Context: an optimization exercise on an open-source flow, tuned for small area. The choices shown serve that exercise and are no tape-out recipe. In this exercise RTL edits were held to simulation tests only and were not proved equivalent to the original. The flow treats the clock pin as an ideal source, which a real chip does not have. Power figures rest on the tool's default switching activity, not on a simulated workload.

Setup of job 9084:
## btb_predictor
module btb_predictor (
  input  logic        gated_clock_PC,
  input  logic        rst,
  input  logic [31:0] fetch_pc,
  output logic        pred_taken,
  output logic [31:0] pred_target,
  input  logic        upd_valid,
  input  logic [31:0] upd_pc,
  input  logic        upd_taken,
  input  logic [31:0] upd_target,
  input  logic        upd_mispredict,
  input  logic        btb_clear,
  output logic [15:0] mispred_cnt
);
export LEC_CHECK = 0
export CAP_MARGIN = 20
export CORE_MARGIN = 2
export CORE_UTILIZATION = 60
export PLACE_DENSITY = 0.7
export SETUP_SLACK_MARGIN = 0.2
export SLEW_MARGIN = 20
export SYNTH_HIERARCHICAL = 1
create_clock -name core_clock -period 10.0 [get_ports {gated_clock_PC}]
standard.sh (not shown) runs the stock make flow with config.mk's settings and CLKGATE_MAP_FILE= SYNTH_SCRIPT=/design/flow/synth_recipe.tcl, a recipe that flattens the netlist after the stock synthesis.
==> flow/flow/run.sh <==
#!/bin/bash
# Own layout flow: the standard ORFS flow (standard.sh), with plain buffers on
# the ports, a clock tree of clkbuf_8 without dummy loads, and an area-recovery
# pass (downsizing off the critical paths) after CTS. Every tool's output stays
# in the ORFS logs under orfs/logs; make's own output goes to flow_make.log here.
set -euo pipefail
here=$(pwd)
bash standard.sh \
  "BUFFER_PORTS_ARGS=-buffer_cell sky130_fd_sc_hd__buf_1" \
  "CTS_ARGS=-sink_clustering_enable -repair_clock_nets -buf_list sky130_fd_sc_hd__clkbuf_8 -sink_clustering_size 17 -sink_clustering_max_diameter 70 -dont_use_dummy_load" \
  "POST_CTS_TCL=$here/flow/post_cts.tcl" \
  finish > "$here/flow_make.log" 2>&1
==> flow/flow/post_cts.tcl <==
set lib_cells {}
foreach inst [[ord::get_db_block] getInsts] {
  set m [[$inst getMaster] getName]
  if {![regexp {^sky130_fd_sc_hd__(a\w+|o\w+|nand\w+|nor\w+|xor\w+|xnor\w+|and\w+|or\w+|mux\w+)_(2|4)$} $m -> base drv]} continue
  set small sky130_fd_sc_hd__${base}_1
  if {[[ord::get_db] findMaster $small] eq "NULL"} continue
  replace_cell [get_cells [$inst getName]] $small
}
estimate_parasitics -placement
log_cmd repair_timing -recover_power 100 -setup_margin 0.3 -verbose
log_cmd detailed_placement
check_placement -verbose
--- input diff job 9084..job 8722 ---
-- flow/flow/run.sh --
<<< job 9084, line 10
  "CTS_ARGS=-sink_clustering_enable -repair_clock_nets -buf_list sky130_fd_sc_hd__clkbuf_8 -sink_clustering_size 17 -sink_clustering_max_diameter 70 -dont_use_dummy_load" \
>>> job 8722, line 10
  "CTS_ARGS=-sink_clustering_enable -repair_clock_nets -buf_list sky130_fd_sc_hd__clkbuf_8 -sink_clustering_size 16 -sink_clustering_max_diameter 60 -dont_use_dummy_load" \
==> flow/flow/post_cts.tcl <==
# After CTS and its timing repair: give back area on paths with slack to spare.
log_cmd repair_timing -recover_power 100 -setup_margin 0.3 -verbose
log_cmd detailed_placement
check_placement -verbose
## What came out
Per the final summary, job 8722 finished and its layout is clean on timing, DRC and antenna. Going from job 9084 to job 8722, number of vias in the routed layout has remained practically unchanged, initial antenna violation count has increased, register-to-register setup slack has increased, non-clock buffer instance count of the final layout has decreased, max-slew violation count has remained practically unchanged. Cell count along the critical path in job 8722 is 1 below job 9084. The estimated power of job 8722 ends up higher than the estimate for job 9084. [compare] base=job 9084 new=job 8722: time the worst path needs with I/O delays and setup went down, setup slack grew by 130 ps, area growth from synthesis to layout did not really move.
Setup changes, job 8722 to job 5362
- PLACE_DENSITY now 0.75, was 0.7
- CORE_UTILIZATION now 65, was 60
### Flow results
- Looking at job 5362 and job 8722, the proportion of layout cells with a drive suffix above 1 is a wash.
- Between job 5362 and job 8722, the sequential share of cell area does not differ in any meaningful way.
- ~same cell area after layout in job 5362 and job 8722
- Changes observed in job 5362 relative to job 8722: clock power shows a reduction of about 1%, global-route usage shows an increase of 3.1 points, routed wire length shows a reduction of 1.3%.
- From job 8722 to job 5362, area share of xor/xnor cells in the synthesized design did not move at all.
- Per the final summary, job 8722 finished and its layout is clean on timing, DRC and antenna.
- In summary, job 5362 completed successfully, with a layout that passed the timing, design-rule and antenna checks.
- Count of plain and timing-repair buffers was higher in job 5362 than in job 8722.
- The lower clock insertion delay at the later pin of the skew report came out of job 5362.
- Summary — number of buffer and inverter stages on the critical path, job 5362 relative to job 8722: higher, by 1.
diff inputs: job 5362 => job 8890
- changing PLACE_DENSITY from 0.75 to 0.7
- changing CORE_UTILIZATION from 65 to 60
-- flow/flow/post_cts.tcl --
<<< job 5362, line 1
# After CTS and its timing repair: give back area on paths with slack to spare.
>>> job 8890, line 1
foreach inst [[ord::get_db_block] getInsts] {
  if {[[$inst getMaster] getName] eq "sky130_fd_sc_hd__a22oi_2"} {
    replace_cell [get_cells [$inst getName]] sky130_fd_sc_hd__a22oi_1
  }
}
estimate_parasitics -placement
### Flow results
Job 8890 | status: complete | timing, DRC, antenna: pass. Between job 8890 and job 5362, the difference in reported net switching power is negligible. | worst-skew pair later-pin latency | job 8890 vs job 5362 | 20 ps higher |. Changes observed in job 8890 relative to job 5362: maximum frequency rose about 2%; met2 capacity usage during global routing decreased by 3.0 points relative to the old numbers; detailed placement HPWL up 3.2 mm. Launching element of the worst setup path: fetch_pc[4] -> job 5362, fetch_pc[2] -> job 8890. Cell with the largest stage delay on the worst path: sky130_fd_sc_hd__nor2_2 -> job 8890, sky130_fd_sc_hd__nand2_1 -> job 5362.
What job 9233 does differently from job 8890 at the input level:
-- flow/flow/run.sh --
<<< job 8890, line 10
  "CTS_ARGS=-sink_clustering_enable -repair_clock_nets -buf_list sky130_fd_sc_hd__clkbuf_8 -sink_clustering_size 16 -sink_clustering_max_diameter 60 -dont_use_dummy_load" \
>>> job 9233, line 10
  "CTS_ARGS=-sink_clustering_enable -repair_clock_nets -buf_list sky130_fd_sc_hd__clkbuf_8 -sink_clustering_size 17 -sink_clustering_max_diameter 70 -dont_use_dummy_load" \
## What came out
Any difference in design area between job 8890 and job 9233 is small enough to ignore.
~same cell count in job 9233 and job 8890
Going from job 8890 to job 9233, violation count after the first detailed-route iteration saw a decrease, clock-cell share of area lower.
Relative to job 8890, detailed-routed wire length on met3 has increased by about 0.8% in job 9233.
Via count of the first global-routing pass of job 9233 is on par with job 8890.
The lower met2 usage came out of job 9233.
Critical path depth in cells ends up higher on job 9233.
Fmax: job 9233 vs job 8890 down 0.0011 GHz

## re-timing with driven ports
In the flow no input, the clock included, has a driving cell. The finished layouts below were timed again as built, in two steps.
Step 1 (the two cells are an assumption about what drives the block):
set clk [get_ports {gated_clock_PC}]
set_driving_cell -lib_cell sky130_fd_sc_hd__clkbuf_16 $clk
set_driving_cell -lib_cell sky130_fd_sc_hd__buf_2 [delete_from_list [all_inputs] $clk]
Step 2 moves the port delays by t, midway between the first and last clock arrival at a register: inputs arrive t later, outputs are due t later. That takes back most of the time a late clock gives input paths.
Slacks: no drivers / after step 1 / after step 2; pairs: no drivers / after step 1.
| run | shift t [ns] | setup slack, ns | worst setup path at the end | worst slew at a driven data input, ns |
|---|---|---|---|---|
| job 9084 | 0.941 | 0.741 / 0.577 / 0.577 | input to output | 0.18 |
| job 8722 | 0.957 | 0.867 / 0.694 / 0.694 | input to output | 0.18 |
| job 5362 | 0.946 | 0.641 / 0.464 / 0.464 | input to output | 0.20 |
| job 8890 | 0.950 | 0.822 / 0.657 / 0.657 | input to output | 0.18 |
| job 9233 | 0.943 | 0.728 / 0.553 / 0.553 | input to output | 0.20 |
After both steps setup and hold are still met in every run listed. The setup slack of job 5362, which loses most, moves by -0.177 ns with the drivers and by -0.177 ns with both steps.
